This design comes from an exercise in tuning for small area, a short achievable clock period and few clock cycles on the open sky130 flow, not from production work.
Where RTL was checked, it was by simulation tests only, not by an equivalence proof against the original.
Power figures rest on the tool's default switching activity, not on a simulated workload.

==> inputs of 05-04 <==
==> flow/design.v <==
package msp_pkg;
  localparam int DATA_W    = 32;
  localparam int CFG_W     = 5;
  localparam int CFG_IDX_W = 1;
  localparam int COUNT_W   = 10;
  localparam int CFG_MAX   = 31;
  typedef enum logic [CFG_IDX_W-1:0] {
    REG_ROW_COUNT = 1'b0,
    REG_COL_COUNT = 1'b1
  } msp_reg_e;
  typedef enum logic [2:0] {
    ST_LOAD,
    ST_FETCH,
    ST_CMP,
    ST_DRAIN,
    ST_ACC,
    ST_EMIT
  } msp_state_e;
  typedef struct packed {
    logic load;
    logic start;
    logic fetch;
    logic compare;
    logic accum;
    logic emit;
  } msp_cmd_t;
  typedef struct packed {
    logic load_last;
    logic cmp_last;
    logic elem_last;
  } msp_status_t;
endpackage
module msp_cmp (
  input  logic [31:0] a_i,
  input  logic [31:0] b_i,
  output logic        gt_o,    
  output logic        eq_o     
);
  logic [31:0] a, b;
  logic [31:0] g0, l0;
  logic [15:0] g1, l1;
  logic [7:0]  g2, l2;
  logic [3:0]  g3, l3;
  logic [1:0]  g4, l4;
  logic        g5, l5;
  assign a = {~a_i[31], a_i[30:0]};
  assign b = {~b_i[31], b_i[30:0]};
  assign g0 = a & ~b;
  assign l0 = ~a & b;
  for (genvar i = 0; i < 16; i++) begin : g_l1
    assign g1[i] = g0[2*i+1] | (~l0[2*i+1] & g0[2*i]);
    assign l1[i] = l0[2*i+1] | (~g0[2*i+1] & l0[2*i]);
  end
  for (genvar i = 0; i < 8; i++) begin : g_l2
    assign g2[i] = g1[2*i+1] | (~l1[2*i+1] & g1[2*i]);
    assign l2[i] = l1[2*i+1] | (~g1[2*i+1] & l1[2*i]);
  end
  for (genvar i = 0; i < 4; i++) begin : g_l3
    assign g3[i] = g2[2*i+1] | (~l2[2*i+1] & g2[2*i]);
    assign l3[i] = l2[2*i+1] | (~g2[2*i+1] & l2[2*i]);
  end
  for (genvar i = 0; i < 2; i++) begin : g_l4
    assign g4[i] = g3[2*i+1] | (~l3[2*i+1] & g3[2*i]);
    assign l4[i] = l3[2*i+1] | (~g3[2*i+1] & l3[2*i]);
  end
  assign g5 = g4[1] | (~l4[1] & g4[0]);
  assign l5 = l4[1] | (~g4[1] & l4[0]);
  assign gt_o = g5;
  assign eq_o = ~g5 & ~l5;
endmodule
module matrix_saddle_point_count #(
  parameter int MAX_ROWS = 16,
  parameter int MAX_COLS = 16
) (
  input  logic                              clk_i,
  input  logic                              rst_ni,
  input  logic                              elem_valid_i,
  output logic                              elem_ready_o,
  input  logic signed [msp_pkg::DATA_W-1:0] elem_value_i,
  output logic                              count_valid_o,
  input  logic                              count_ready_i,
  output logic [msp_pkg::COUNT_W-1:0]       count_o,
  input  logic                              cfg_we_i,
  input  logic [msp_pkg::CFG_IDX_W-1:0]     cfg_idx_i,
  input  logic [msp_pkg::CFG_W-1:0]         cfg_data_i
);
  localparam int DW = msp_pkg::DATA_W;
  typedef logic signed [DW-1:0] data_t;
  logic [3:0] rows_m1, cols_m1;    
  logic [3:0] ring_m1_q;           
  logic [3:0] ring_m1_d;
  function automatic logic [3:0] eff_m1(input logic [4:0] v);
    logic [4:0] t;
    t = v - 5'd1;
    if (v == 5'd0)       eff_m1 = 4'd0;
    else if (v > 5'd16)  eff_m1 = 4'd15;
    else                 eff_m1 = t[3:0];
  endfunction
  assign ring_m1_d = (cols_m1 == 4'd0) ? 4'd1 : cols_m1;
  function automatic logic [3:0] inc_ring(input logic [3:0] v, input logic [3:0] m1);
    inc_ring = (v == m1) ? 4'd0 : v + 4'd1;
  endfunction
  logic       ready_q;
  logic       ld_first_q;       
  logic [3:0] ld_col_q;         
  logic [3:0] ld_row_q;         
  logic       ld_lastcol_q;     
  logic       ld_lastrow_q;     
  logic [3:0] ring_col_q;       
  logic       acc;
  data_t      x_q;
  logic       x_v_q, x_row0_q, x_last_q;
  logic       count_valid_q;
  logic [1:0] count_q;
  assign acc = elem_valid_i & ready_q;
  data_t h_min_q, h_max_q;
  data_t t_min_q, t_max_q;
  data_t s7_min_q [7];
  data_t s7_max_q [7];
  data_t s4_min_q [4];
  data_t s4_max_q [4];
  data_t s2_min_q [2];
  data_t s2_max_q [2];
  data_t s1_min_q, s1_max_q;
  data_t m7_min, m7_max, m4_min, m4_max, m2_min, m2_max, m1_min, m1_max;
  logic  use7_q, use4_q, use2_q, use1_q;
  logic  use7, use4, use2, use1;
  logic [3:0] seg_len;    
  logic [2:0] seg_rem;
  assign seg_len = ring_m1_d - 4'd1;
  assign use7    = (seg_len >= 4'd7);
  assign seg_rem = use7 ? seg_len[2:0] + 3'd1 : seg_len[2:0];
  assign use4    = seg_rem[2];
  assign use2    = seg_rem[1];
  assign use1    = seg_rem[0];
  assign m7_min = use7_q ? s7_min_q[6] : t_min_q;
  assign m7_max = use7_q ? s7_max_q[6] : t_max_q;
  assign m4_min = use4_q ? s4_min_q[3] : m7_min;
  assign m4_max = use4_q ? s4_max_q[3] : m7_max;
  assign m2_min = use2_q ? s2_min_q[1] : m4_min;
  assign m2_max = use2_q ? s2_max_q[1] : m4_max;
  assign m1_min = use1_q ? s1_min_q : m2_min;
  assign m1_max = use1_q ? s1_max_q : m2_max;
  logic       lt_min, eq_min, gt_max, eq_max;
  logic       gt_rmax, eq_rmax, lt_rmin, eq_rmin;
  logic       take_min, take_max;
  data_t      rmax_q, rmin_q;
  logic [3:0] rmax_idx_q, rmin_idx_q;
  logic       rmax_ok_q, rmin_ok_q;       
  logic [3:0] c1_idx_q, c2_idx_q;
  logic       c1_ok_q, c2_ok_q;
  logic       x_c0, x_lastcol;
  logic       up_rmax, up_rmin;
  logic       rmax_ok_d, rmin_ok_d;
  logic [3:0] rmax_idx_d, rmin_idx_d;
  logic       hit1, hit2;
  logic       c1_ok_d, c2_ok_d;
  msp_cmp u_cmp_min  (.a_i(h_min_q), .b_i(x_q), .gt_o(lt_min),  .eq_o(eq_min));
  msp_cmp u_cmp_max  (.a_i(x_q), .b_i(h_max_q), .gt_o(gt_max),  .eq_o(eq_max));
  msp_cmp u_cmp_rmax (.a_i(x_q), .b_i(rmax_q),  .gt_o(gt_rmax), .eq_o(eq_rmax));
  msp_cmp u_cmp_rmin (.a_i(rmin_q), .b_i(x_q),  .gt_o(lt_rmin), .eq_o(eq_rmin));
  assign x_c0      = (ring_col_q == 4'd0);
  assign x_lastcol = (ring_col_q == cols_m1);
  assign take_min = x_v_q & (x_row0_q | lt_min);
  assign take_max = x_v_q & (x_row0_q | gt_max);
  assign up_rmax = x_c0 | gt_rmax;
  assign up_rmin = x_c0 | lt_rmin;
  always_comb begin
    if (up_rmax) begin
      rmax_ok_d  = x_row0_q | lt_min;
      rmax_idx_d = ring_col_q;
    end else begin
      rmax_ok_d  = rmax_ok_q & ~eq_rmax;
      rmax_idx_d = rmax_idx_q;
    end
    if (up_rmin) begin
      rmin_ok_d  = x_row0_q | gt_max;
      rmin_idx_d = ring_col_q;
    end else begin
      rmin_ok_d  = rmin_ok_q & ~eq_rmin;
      rmin_idx_d = rmin_idx_q;
    end
  end
  assign hit1 = (ring_col_q == c1_idx_q) & (lt_min | eq_min);
  assign hit2 = (ring_col_q == c2_idx_q) & (gt_max | eq_max);
  assign c1_ok_d = x_lastcol ? (rmax_ok_d | (~x_row0_q & c1_ok_q & ~hit1)) : (c1_ok_q & ~hit1);
  assign c2_ok_d = x_lastcol ? (rmin_ok_d | (~x_row0_q & c2_ok_q & ~hit2)) : (c2_ok_q & ~hit2);
  always_ff @(posedge clk_i) begin
    x_q <= elem_value_i;
    h_min_q <= m1_min;
    h_max_q <= m1_max;
    t_min_q <= take_min ? x_q : h_min_q;
    t_max_q <= take_max ? x_q : h_max_q;
    s7_min_q[0] <= t_min_q;
    s7_max_q[0] <= t_max_q;
    for (int k = 1; k < 7; k++) begin
      s7_min_q[k] <= s7_min_q[k-1];
      s7_max_q[k] <= s7_max_q[k-1];
    end
    s4_min_q[0] <= m7_min;
    s4_max_q[0] <= m7_max;
    for (int k = 1; k < 4; k++) begin
      s4_min_q[k] <= s4_min_q[k-1];
      s4_max_q[k] <= s4_max_q[k-1];
    end
    s2_min_q[0] <= m4_min;
    s2_max_q[0] <= m4_max;
    s2_min_q[1] <= s2_min_q[0];
    s2_max_q[1] <= s2_max_q[0];
    s1_min_q <= m2_min;
    s1_max_q <= m2_max;
    if (x_v_q) begin
      if (up_rmax) rmax_q <= x_q;
      if (up_rmin) rmin_q <= x_q;
      rmax_idx_q <= rmax_idx_d;
      rmin_idx_q <= rmin_idx_d;
      rmax_ok_q  <= rmax_ok_d;
      rmin_ok_q  <= rmin_ok_d;
      c1_ok_q    <= c1_ok_d;
      c2_ok_q    <= c2_ok_d;
      if (x_lastcol) begin
        if (rmax_ok_d) c1_idx_q <= rmax_idx_d;
        if (rmin_ok_d) c2_idx_q <= rmin_idx_d;
      end
    end
  end
  logic [3:0] rows_m1_d, cols_m1_d;
  logic       ld_first_d, ld_lastcol_d, ld_lastrow_d;
  logic [3:0] ld_col_d, ld_row_d, ring_col_d;
  logic       count_valid_d, ready_d;
  logic       done;
  assign done = x_v_q & x_last_q;
  logic       cv_next;
  logic       ready_cfg, ready_acc, ready_hold;
  logic [3:0] ring_col_p2, ld_col_p1;
  logic       cfg_last, acc_last, acc_match;
  assign cv_next     = done | (count_valid_q & ~count_ready_i);
  assign ring_col_p2 = inc_ring(inc_ring(ring_col_q, ring_m1_q), ring_m1_q);
  assign ld_col_p1   = ld_lastcol_q ? 4'd0 : ld_col_q + 4'd1;
  assign cfg_last    = (cfg_data_i[4:1] == 4'd0)
                       & (cfg_idx_i ? (rows_m1 == 4'd0) : (cols_m1 == 4'd0));
  assign ready_cfg   = ~(cfg_last & cv_next);
  assign acc_last    = ld_lastcol_q ? ((cols_m1 == 4'd0) & (ld_lastrow_q ? (rows_m1 == 4'd0)
                                                                           : (ld_row_q + 4'd1 == rows_m1)))
                                    : ((ld_col_q + 4'd1 == cols_m1) & ld_lastrow_q);
  assign acc_match   = ld_first_q ? (ld_col_p1 == 4'd1) : (ring_col_p2 == ld_col_p1);
  assign ready_acc   = ((ld_lastcol_q & ld_lastrow_q) | acc_match)
                       & ~(acc_last & (cv_next | (ld_lastcol_q & ld_lastrow_q)));
  assign ready_hold  = (ld_first_q | (ring_col_p2 == ld_col_q))
                       & ~(ld_lastcol_q & ld_lastrow_q & cv_next);
  always_comb begin
    rows_m1_d    = rows_m1;
    cols_m1_d    = cols_m1;
    ld_first_d   = ld_first_q;
    ld_col_d     = ld_col_q;
    ld_row_d     = ld_row_q;
    ld_lastcol_d = ld_lastcol_q;
    ld_lastrow_d = ld_lastrow_q;
    ring_col_d   = (acc & ld_first_q) ? 4'd0 : inc_ring(ring_col_q, ring_m1_q);
    if (cfg_we_i) begin
      if (cfg_idx_i == 1'b0) rows_m1_d = eff_m1(cfg_data_i);
      else                   cols_m1_d = eff_m1(cfg_data_i);
      ld_first_d   = 1'b1;
      ld_col_d     = 4'd0;
      ld_row_d     = 4'd0;
      ld_lastcol_d = (cols_m1_d == 4'd0);
      ld_lastrow_d = (rows_m1_d == 4'd0);
    end else if (acc) begin
      ld_first_d = ld_lastcol_q & ld_lastrow_q;
      if (ld_lastcol_q) begin
        ld_col_d     = 4'd0;
        ld_lastcol_d = (cols_m1 == 4'd0);
        if (ld_lastrow_q) begin
          ld_row_d     = 4'd0;
          ld_lastrow_d = (rows_m1 == 4'd0);
        end else begin
          ld_row_d     = ld_row_q + 4'd1;
          ld_lastrow_d = (ld_row_q + 4'd1 == rows_m1);
        end
      end else begin
        ld_col_d     = ld_col_q + 4'd1;
        ld_lastcol_d = (ld_col_q + 4'd1 == cols_m1);
      end
    end
    count_valid_d = done | (count_valid_q & ~count_ready_i);
    ready_d = cfg_we_i ? ready_cfg : (acc ? ready_acc : ready_hold);
  end
  always_ff @(posedge clk_i or negedge rst_ni) begin
    if (!rst_ni) begin
      rows_m1       <= 4'd3;
      cols_m1       <= 4'd3;
      ring_m1_q     <= 4'd3;
      use7_q        <= 1'b0;
      use4_q        <= 1'b0;
      use2_q        <= 1'b1;
      use1_q        <= 1'b0;
      ld_first_q    <= 1'b1;
      ld_col_q      <= 4'd0;
      ld_row_q      <= 4'd0;
      ld_lastcol_q  <= 1'b0;
      ld_lastrow_q  <= 1'b0;
      ring_col_q    <= 4'd0;
      ready_q       <= 1'b0;
      x_v_q         <= 1'b0;
      x_row0_q      <= 1'b0;
      x_last_q      <= 1'b0;
      count_valid_q <= 1'b0;
      count_q       <= 2'd0;
    end else begin
      rows_m1       <= rows_m1_d;
      cols_m1       <= cols_m1_d;
      ring_m1_q     <= ring_m1_d;
      use7_q        <= use7;
      use4_q        <= use4;
      use2_q        <= use2;
      use1_q        <= use1;
      ld_first_q    <= ld_first_d;
      ld_col_q      <= ld_col_d;
      ld_row_q      <= ld_row_d;
      ld_lastcol_q  <= ld_lastcol_d;
      ld_lastrow_q  <= ld_lastrow_d;
      ring_col_q    <= ring_col_d;
      ready_q       <= ready_d;
      x_v_q         <= acc;
      x_row0_q      <= (ld_row_q == 4'd0);
      x_last_q      <= ld_lastcol_q & ld_lastrow_q;
      count_valid_q <= count_valid_d;
      if (done) count_q <= {c1_ok_d & c2_ok_d, c1_ok_d ^ c2_ok_d};
    end
  end
  assign elem_ready_o  = ready_q;
  assign count_valid_o = count_valid_q;
  assign count_o       = {{(msp_pkg::COUNT_W-2){1'b0}}, count_q};
endmodule
==> flow/run.sh <==
#!/bin/bash
# synth_recipe.tcl (not shown) runs the flow's synth.tcl, then flattens the netlist and writes it again
# the make line also repeats each setting of config.mk as NAME=value (left out here)
make -C /OpenROAD-flow-scripts/flow DESIGN_CONFIG=/design/flow/config.mk WORK_HOME=/design/flow/orfs CLKGATE_MAP_FILE= SYNTH_SCRIPT=/design/flow/synth_recipe.tcl finish
==> flow/config.mk <==
export PLATFORM = sky130hd
export DESIGN_NAME = matrix_saddle_point_count
export DESIGN_NICKNAME = matrix_saddle_point_count
export VERILOG_FILES = /design/flow/design.v
export SDC_FILE = /design/flow/constraint.sdc
export NUM_CORES = 4
export LEC_CHECK = 0
export ABC_AREA = 1
export CAP_MARGIN = 20
export CORE_MARGIN = 2
export CORE_UTILIZATION = 65
export CTS_BUF_LIST = sky130_fd_sc_hd__clkbuf_4 sky130_fd_sc_hd__clkbuf_8
export CTS_CLUSTER_DIAMETER = 50
export CTS_CLUSTER_SIZE = 16
export PLACE_DENSITY = 0.75
export SETUP_SLACK_MARGIN = 5.0
export SLEW_MARGIN = 20
export SYNTH_MEMORY_MAX_BITS = 16384
==> flow/constraint.sdc <==
create_clock -name core_clock -period 8.0 [get_ports {clk_i}]
set_input_delay 1.6000 -clock core_clock [delete_from_list [all_inputs] [get_ports {clk_i}]]
set_output_delay 1.6000 -clock core_clock [all_outputs]
set_load 0.01 [all_outputs]
==> 04-09: changes against 05-04 <==
--- a/flow/design.v
+++ b/flow/design.v
@@ -263,8 +263,8 @@
       ld_first_d   = 1'b1;
       ld_col_d     = 4'd0;
       ld_row_d     = 4'd0;
-      ld_lastcol_d = (cols_m1_d == 4'd0);
-      ld_lastrow_d = (rows_m1_d == 4'd0);
+      ld_lastcol_d = cfg_idx_i ? (cfg_data_i[4:1] == 4'd0) : (cols_m1 == 4'd0);
+      ld_lastrow_d = cfg_idx_i ? (rows_m1 == 4'd0) : (cfg_data_i[4:1] == 4'd0);
     end else if (acc) begin
       ld_first_d = ld_lastcol_q & ld_lastrow_q;
       if (ld_lastcol_q) begin
==> flow/flow/run.sh (new file) <==
#!/bin/bash
# Standard layout, with timing repair aimed below the clock period: the repair steps
# work towards a setup slack of SETUP_SLACK_MARGIN ns at the design's clock period.
set -euo pipefail
bash standard.sh SETUP_SLACK_MARGIN=5.25 finish > standard_flow.log 2>&1
==> flow/standard.sh (new file) <==
#!/bin/bash
# synth_recipe.tcl (not shown) runs the flow's synth.tcl, then flattens the netlist and writes it again
# the make line also repeats each setting of config.mk as NAME=value (left out here)
make -C /OpenROAD-flow-scripts/flow DESIGN_CONFIG=/design/flow/config.mk WORK_HOME=/design/flow/orfs CLKGATE_MAP_FILE= SYNTH_SCRIPT=/design/flow/synth_recipe.tcl "${@:-finish}"
- SETUP_SLACK_MARGIN: 5.0 -> not set
removed: flow/run.sh
==> 12-15: changes against 05-04 <==
--- a/flow/design.v
+++ b/flow/design.v
@@ -30,44 +30,6 @@
     logic elem_last;
   } msp_status_t;
 endpackage
-module msp_cmp (
-  input  logic [31:0] a_i,
-  input  logic [31:0] b_i,
-  output logic        gt_o,    
-  output logic        eq_o     
-);
-  logic [31:0] a, b;
-  logic [31:0] g0, l0;
-  logic [15:0] g1, l1;
-  logic [7:0]  g2, l2;
-  logic [3:0]  g3, l3;
-  logic [1:0]  g4, l4;
-  logic        g5, l5;
-  assign a = {~a_i[31], a_i[30:0]};
-  assign b = {~b_i[31], b_i[30:0]};
-  assign g0 = a & ~b;
-  assign l0 = ~a & b;
-  for (genvar i = 0; i < 16; i++) begin : g_l1
-    assign g1[i] = g0[2*i+1] | (~l0[2*i+1] & g0[2*i]);
-    assign l1[i] = l0[2*i+1] | (~g0[2*i+1] & l0[2*i]);
-  end
-  for (genvar i = 0; i < 8; i++) begin : g_l2
-    assign g2[i] = g1[2*i+1] | (~l1[2*i+1] & g1[2*i]);
-    assign l2[i] = l1[2*i+1] | (~g1[2*i+1] & l1[2*i]);
-  end
-  for (genvar i = 0; i < 4; i++) begin : g_l3
-    assign g3[i] = g2[2*i+1] | (~l2[2*i+1] & g2[2*i]);
-    assign l3[i] = l2[2*i+1] | (~g2[2*i+1] & l2[2*i]);
-  end
-  for (genvar i = 0; i < 2; i++) begin : g_l4
-    assign g4[i] = g3[2*i+1] | (~l3[2*i+1] & g3[2*i]);
-    assign l4[i] = l3[2*i+1] | (~g3[2*i+1] & l3[2*i]);
-  end
-  assign g5 = g4[1] | (~l4[1] & g4[0]);
-  assign l5 = l4[1] | (~g4[1] & l4[0]);
-  assign gt_o = g5;
-  assign eq_o = ~g5 & ~l5;
-endmodule
 module matrix_saddle_point_count #(
   parameter int MAX_ROWS = 16,
   parameter int MAX_COLS = 16
@@ -155,10 +117,14 @@
   logic [3:0] rmax_idx_d, rmin_idx_d;
   logic       hit1, hit2;
   logic       c1_ok_d, c2_ok_d;
-  msp_cmp u_cmp_min  (.a_i(h_min_q), .b_i(x_q), .gt_o(lt_min),  .eq_o(eq_min));
-  msp_cmp u_cmp_max  (.a_i(x_q), .b_i(h_max_q), .gt_o(gt_max),  .eq_o(eq_max));
-  msp_cmp u_cmp_rmax (.a_i(x_q), .b_i(rmax_q),  .gt_o(gt_rmax), .eq_o(eq_rmax));
-  msp_cmp u_cmp_rmin (.a_i(rmin_q), .b_i(x_q),  .gt_o(lt_rmin), .eq_o(eq_rmin));
+  assign lt_min = x_q < h_min_q;
+  assign eq_min = x_q == h_min_q;
+  assign gt_max = x_q > h_max_q;
+  assign eq_max = x_q == h_max_q;
+  assign gt_rmax = x_q > rmax_q;
+  assign eq_rmax = x_q == rmax_q;
+  assign lt_rmin = x_q < rmin_q;
+  assign eq_rmin = x_q == rmin_q;
   assign x_c0      = (ring_col_q == 4'd0);
   assign x_lastcol = (ring_col_q == cols_m1);
   assign take_min = x_v_q & (x_row0_q | lt_min);
@@ -230,24 +196,6 @@
   logic       count_valid_d, ready_d;
   logic       done;
   assign done = x_v_q & x_last_q;
-  logic       cv_next;
-  logic       ready_cfg, ready_acc, ready_hold;
-  logic [3:0] ring_col_p2, ld_col_p1;
-  logic       cfg_last, acc_last, acc_match;
-  assign cv_next     = done | (count_valid_q & ~count_ready_i);
-  assign ring_col_p2 = inc_ring(inc_ring(ring_col_q, ring_m1_q), ring_m1_q);
-  assign ld_col_p1   = ld_lastcol_q ? 4'd0 : ld_col_q + 4'd1;
-  assign cfg_last    = (cfg_data_i[4:1] == 4'd0)
-                       & (cfg_idx_i ? (rows_m1 == 4'd0) : (cols_m1 == 4'd0));
-  assign ready_cfg   = ~(cfg_last & cv_next);
-  assign acc_last    = ld_lastcol_q ? ((cols_m1 == 4'd0) & (ld_lastrow_q ? (rows_m1 == 4'd0)
-                                                                           : (ld_row_q + 4'd1 == rows_m1)))
-                                    : ((ld_col_q + 4'd1 == cols_m1) & ld_lastrow_q);
-  assign acc_match   = ld_first_q ? (ld_col_p1 == 4'd1) : (ring_col_p2 == ld_col_p1);
-  assign ready_acc   = ((ld_lastcol_q & ld_lastrow_q) | acc_match)
-                       & ~(acc_last & (cv_next | (ld_lastcol_q & ld_lastrow_q)));
-  assign ready_hold  = (ld_first_q | (ring_col_p2 == ld_col_q))
-                       & ~(ld_lastcol_q & ld_lastrow_q & cv_next);
   always_comb begin
     rows_m1_d    = rows_m1;
     cols_m1_d    = cols_m1;
@@ -283,7 +231,8 @@
       end
     end
     count_valid_d = done | (count_valid_q & ~count_ready_i);
-    ready_d = cfg_we_i ? ready_cfg : (acc ? ready_acc : ready_hold);
+    ready_d = (ld_first_d | (inc_ring(ring_col_d, ring_m1_q) == ld_col_d))
+              & ~(ld_lastcol_d & ld_lastrow_d & (count_valid_d | (acc & ld_lastcol_q & ld_lastrow_q)));
   end
   always_ff @(posedge clk_i or negedge rst_ni) begin
     if (!rst_ni) begin
@@ -300,7 +249,7 @@
       ld_lastcol_q  <= 1'b0;
       ld_lastrow_q  <= 1'b0;
       ring_col_q    <= 4'd0;
-      ready_q       <= 1'b0;
+      ready_q       <= 1'b1;
       x_v_q         <= 1'b0;
       x_row0_q      <= 1'b0;
       x_last_q      <= 1'b0;
- ABC_AREA: 1 -> not set
- CORE_UTILIZATION: 65 -> 50
- CTS_BUF_LIST: sky130_fd_sc_hd__clkbuf_4 sky130_fd_sc_hd__clkbuf_8 -> not set
- CTS_CLUSTER_DIAMETER: 50 -> not set
- CTS_CLUSTER_SIZE: 16 -> not set
- PLACE_DENSITY: 0.75 -> 0.6
- SETUP_SLACK_MARGIN: 5.0 -> not set
==> comparison table <==
Outcome: 12-15 timing/DRC/antenna clean; 04-09 timing/DRC/antenna clean; 05-04 timing/DRC/antenna clean
Final Power: 12-15 0.01741 W; 04-09 0.01512 W; 05-04 0.01482 W
Non-clock inverters: 12-15 151; 04-09 161; 05-04 167
Critical path's largest stage delay: 12-15 0.64 ns; 04-09 0.39 ns; 05-04 0.39 ns
Worst slew pin tran: 12-15 1.128 ns; 04-09 0.9731 ns; 05-04 1.064 ns
Hold path startpoint: 12-15 s4_min_q[1][19]$_DFF_P_; 04-09 s4_max_q[2][7]$_DFF_P_; 05-04 s7_max_q[0][21]$_DFF_P_
Post-layout util: 12-15 58.41%; 04-09 72.02%; 05-04 71.41%
Share of cell area taken by muxes after synthesis: 12-15 11.45%; 04-09 2.258%; 05-04 2.248%
Storage cell area: 12-15 24640 um2; 04-09 24670 um2; 05-04 24640 um2
HPWL reported at the end of detailed placement: 12-15 34.20 mm; 04-09 35.98 mm; 05-04 35.81 mm
Filler Cells Inserted: 12-15 5224; 04-09 3481; 05-04 3561
Share of cells above drive strength 1: 12-15 17.58%; 04-09 12.37%; 05-04 11.26%
GRT Util Overall: 12-15 16.37%; 04-09 22.62%; 05-04 22.78%
Endpoint of the most critical setup path: 12-15 count_q[0]$_DFFE_PN0P_; 04-09 count_o[0]; 05-04 elem_ready_o
Worst setup slack for register-to-register paths: 12-15 4.09 ns; 04-09 5.22 ns; 05-04 5.12 ns
Starting density of the core: 12-15 50.69%; 04-09 65.75%; 05-04 65.91%
Final Cell Area: 12-15 38610 um2; 04-09 36060 um2; 05-04 35830 um2
Wire length of the first global-routing pass: 12-15 89.75 mm; 04-09 95.62 mm; 05-04 95.90 mm
Seq pwr: 12-15 0.00954 W; 04-09 0.00927 W; 05-04 0.00922 W
Area inside the core boundary: 12-15 66100 um2; 04-09 50070 um2; 05-04 50170 um2
Launching point of the worst reg2reg path: 12-15 x_q[7]$_DFF_P_; 04-09 x_q[12]$_DFF_P_; 05-04 x_q[15]$_DFF_P_
Testbench counts of 05-04, summed over its fixed seeds: cycles 13,850.
Function not checked in 04-09 and 12-15: the RTL went through the layout flow alone.

==> what the ideal ports hide <==
The flow's constraints put no driver on any port. The routed layouts listed below were extracted and timed again, unchanged, in two steps. Step 1, drivers: a clkbuf_16 drives clk_i and a buf_2 each remaining input, both assumed. Step 2 also shifts input and output timing later by t, the mid clock arrival at the registers, as if the neighbouring blocks saw the same clock. Three values: no drivers, after step 1, after step 2; two values: the first two.
run	t, ns	setup slack, ns	worst setup path after step 2
05-04	0.745	5.067 / 5.010 / 4.545	input to register
04-09	0.746	5.174 / 5.119 / 4.782	input to register
12-15	0.712	4.092 / 4.092 / 4.009	input to register
After both steps setup and hold are still met in every run listed. For 05-04, which loses most, drivers alone change the setup slack by -0.057 ns; drivers and shift together by -0.522 ns.
